Background: an optimization exercise with open tools, aiming at small area, a short achievable clock period and few clock cycles per item. Do not read the settings as production practice. The RTL was checked by simulation tests, not by an equivalence proof against the original design.

Setup of lane 1:
// interval_running_statistics
module interval_running_statistics
#(
    parameter int COUNT_BITS = irs_pkg::COUNT_BITS_DEF,
    parameter int HIST_BINS  = irs_pkg::HIST_BINS_DEF
)
(
    input  logic                  clk,
    input  logic                  rst_n,
    input  logic                  in_valid,
    output logic                  in_ready,
    input  logic [irs_pkg::IN_W-1:0]       interval,
    output logic                  out_valid,
    input  logic                  out_ready,
    output logic [1:0]            status,
    output logic [COUNT_BITS-1:0] sample_count,
    output logic [irs_pkg::IN_W-1:0]       least,
    output logic [irs_pkg::IN_W-1:0]       greatest,
    output logic [irs_pkg::IN_W-1:0]       mean,
    output logic [irs_pkg::DEV_W-1:0]      deviation,
    output logic [3:0]            mode_bin,
    output logic                  mode_valid
);
    localparam logic [1:0] MD_NORMAL = 2'd0, MD_UNDO = 2'd1, MD_REDO = 2'd2;
    logic        inj, inj_u, inj_h;
    logic [1:0]  md, md_next;
    logic        p_v;
    logic [22:0] p_x;
    logic        in_ready_r;
    logic        take_in, move_p;
    logic [22:0] e_x;
    logic        e_a;
    logic si_v;
    logic [22:0] si_x;
    logic [0:0] si_u;
    logic [0:0] si_h;
    logic [0:0] si_a;
  ...
Size in the first run: ~21000 cells after synthesis, about 5100 flip-flops, roughly 140 I/O pins, roughly 220000 µm² of cells after synthesis.
make LEC_CHECK=0 CAP_MARGIN=20 CORE_MARGIN=2 CORE_UTILIZATION=55 CTS_BUF_LIST='sky130_fd_sc_hd__clkbuf_4 sky130_fd_sc_hd__clkbuf_8' SETUP_SLACK_MARGIN=4.1 SLEW_MARGIN=20 finish   # period 7.5 ns
run.sh (not shown) runs the stock make flow with config.mk's settings and CLKGATE_MAP_FILE= SYNTH_SCRIPT=/design/flow/synth_recipe.tcl, a recipe that flattens the netlist after the stock synthesis.
Testbench counts of lane 1, summed over its fixed seeds: cycles 1,912, items 1,600.
Setup changes, lane 1 to lane 2
--- a/flow/config.mk
+++ b/flow/config.mk
@@ -10,3 +10,3 @@
-export CORE_UTILIZATION = 55
-export CTS_BUF_LIST = sky130_fd_sc_hd__clkbuf_4 sky130_fd_sc_hd__clkbuf_8
-export SETUP_SLACK_MARGIN = 4.1
+export CORE_UTILIZATION = 40
+export CTS_BUF_LIST = sky130_fd_sc_hd__clkbuf_8 sky130_fd_sc_hd__clkbuf_16
+export SETUP_SLACK_MARGIN = 4.3
==> summary.txt <==
- In the flow results for lane 2 and lane 1, the multi-input logic portion of the cell area is smaller on lane 2.
- Looking at critical-path cell with the highest stage delay, the fa_1 result is from lane 2; the dfrtp_1 one comes from lane 1.
- | post-synthesis to final-layout area growth | higher: lane 2 |
- [lane 2] met1 usage in global routing fell 8.0 points relative to lane 1
- Diff lane 1 -> lane 2: slew at the pin closest to its max-slew limit picked up an extra 0.014 ns, full die area picked up an extra about 37%.
- The run showing the greater met2 routing resource usage after global routing is lane 1.
- The fmax reported for lane 2 is greater than that of lane 1 by 3.7%.
- [compare] base=lane 1 new=lane 2: post-route worst hold slack lost 0.0066 ns.

---

interval_running_statistics again, from the RTL that the note above started with.
make LEC_CHECK=0 CAP_MARGIN=20 CORE_MARGIN=2 CORE_UTILIZATION=40 CTS_BUF_LIST='sky130_fd_sc_hd__clkbuf_4 sky130_fd_sc_hd__clkbuf_8' SETUP_SLACK_MARGIN=4.1 SLEW_MARGIN=20 finish   # period 7.5 ns
Testbench counts at the start, summed over its fixed seeds: cycles 1,912, items 1,600.
==> next run, changes <==
Settings changed: CTS_BUF_LIST sky130_fd_sc_hd__clkbuf_4 sky130_fd_sc_hd__clkbuf_8 to sky130_fd_sc_hd__clkbuf_16, CTS_CLUSTER_DIAMETER set to 80, CTS_CLUSTER_SIZE set to 20, SETUP_SLACK_MARGIN 4.1 to 4.3.
Result: Sequential share of layout area grows by 0.57 points; routed wire length grows by roughly a tenth; register-to-register slack stays flat; synthesized cell count is unchanged; final cell count shrinks by a few percent; hold slack is worse by 3.7 ps; global-route usage grows by 2.1 points.
==> next run, changes <==
Settings changed: SETUP_SLACK_MARGIN 4.3 to 4.1.
=> Sequential share of layout area went up by 0.66 points.
==> next run, changes <==
Settings changed: CTS_BUF_LIST sky130_fd_sc_hd__clkbuf_16 to sky130_fd_sc_hd__clkbuf_4 sky130_fd_sc_hd__clkbuf_8, CTS_CLUSTER_DIAMETER 80 to not set, CTS_CLUSTER_SIZE 20 to not set, SETUP_SLACK_MARGIN 4.1 to 3.8.
After rerunning: The new run completed without violations. Area after synthesis stays the same. Worst setup slack got worse by 210 ps. Via count climbs by about 0.8%. Sequential share of layout area drops by 0.56 points. Synthesized cell count does not change. Design area climbs by about 1.1%.
==> next run, changes <==
Settings changed: CTS_BUF_LIST sky130_fd_sc_hd__clkbuf_4 sky130_fd_sc_hd__clkbuf_8 to sky130_fd_sc_hd__clkbuf_16, CTS_CLUSTER_DIAMETER set to 100, CTS_CLUSTER_SIZE set to 28, SETUP_SLACK_MARGIN 3.8 to 4.1.
Result: Cell area falls by 2.0%. Synthesized cell count stays the same. Global-route usage shrinks by 0.21 points.

## port drivers added, routing unchanged
In the flow no input, the clock included, has a driving cell. The finished layouts below were timed again as built, in two steps.
Step 1 assumes that a clkbuf_16 drives the clock port and a buf_2 every other input.
Step 2 times the ports against the registers' clock, not the clock port: input delays grow and output delays shrink by t, the midpoint of the rising clock arrivals with the driver on.
a / b / c = ideal ports / drivers / drivers and shift; a / b = the first two.
| run | t, ns | setup WS [ns] | worst hold slack (ns) | worst setup path at the end | latest minus earliest clock arrival (ns) |
|---|---|---|---|---|---|
| lane 1 | 1.319 | 4.020 / 3.969 / 4.020 | 0.273 / 0.258 / 0.273 | register to register | 0.106 / 0.106 |
| lane 2 | 1.143 | 4.145 / 4.082 / 4.066 | 0.266 / 0.266 / 0.266 | input to register | 0.105 / 0.105 |
| the first run of note 2 | 1.317 | 4.055 / 3.983 / 3.922 | 0.250 / 0.224 / 0.277 | input to register | 0.129 / 0.129 |
| the second run of note 2 | 1.074 | 4.067 / 4.067 / 4.067 | 0.246 / 0.246 / 0.246 | register to register | 0.118 / 0.118 |
| the third run of note 2 | 1.067 | 4.061 / 4.061 / 3.909 | 0.265 / 0.265 / 0.265 | input to register | 0.108 / 0.108 |
| the fourth run of note 2 | 1.337 | 3.850 / 3.850 / 3.850 | 0.247 / 0.247 / 0.247 | register to register | 0.145 / 0.145 |
| the fifth run of note 2 | 1.065 | 4.078 / 4.078 / 3.942 | 0.269 / 0.269 / 0.269 | input to register | 0.142 / 0.142 |
After both steps every run listed still meets setup and hold. For the third run of note 2, which loses most, drivers alone change the setup slack by 0.000 ns; drivers and shift together by -0.152 ns.
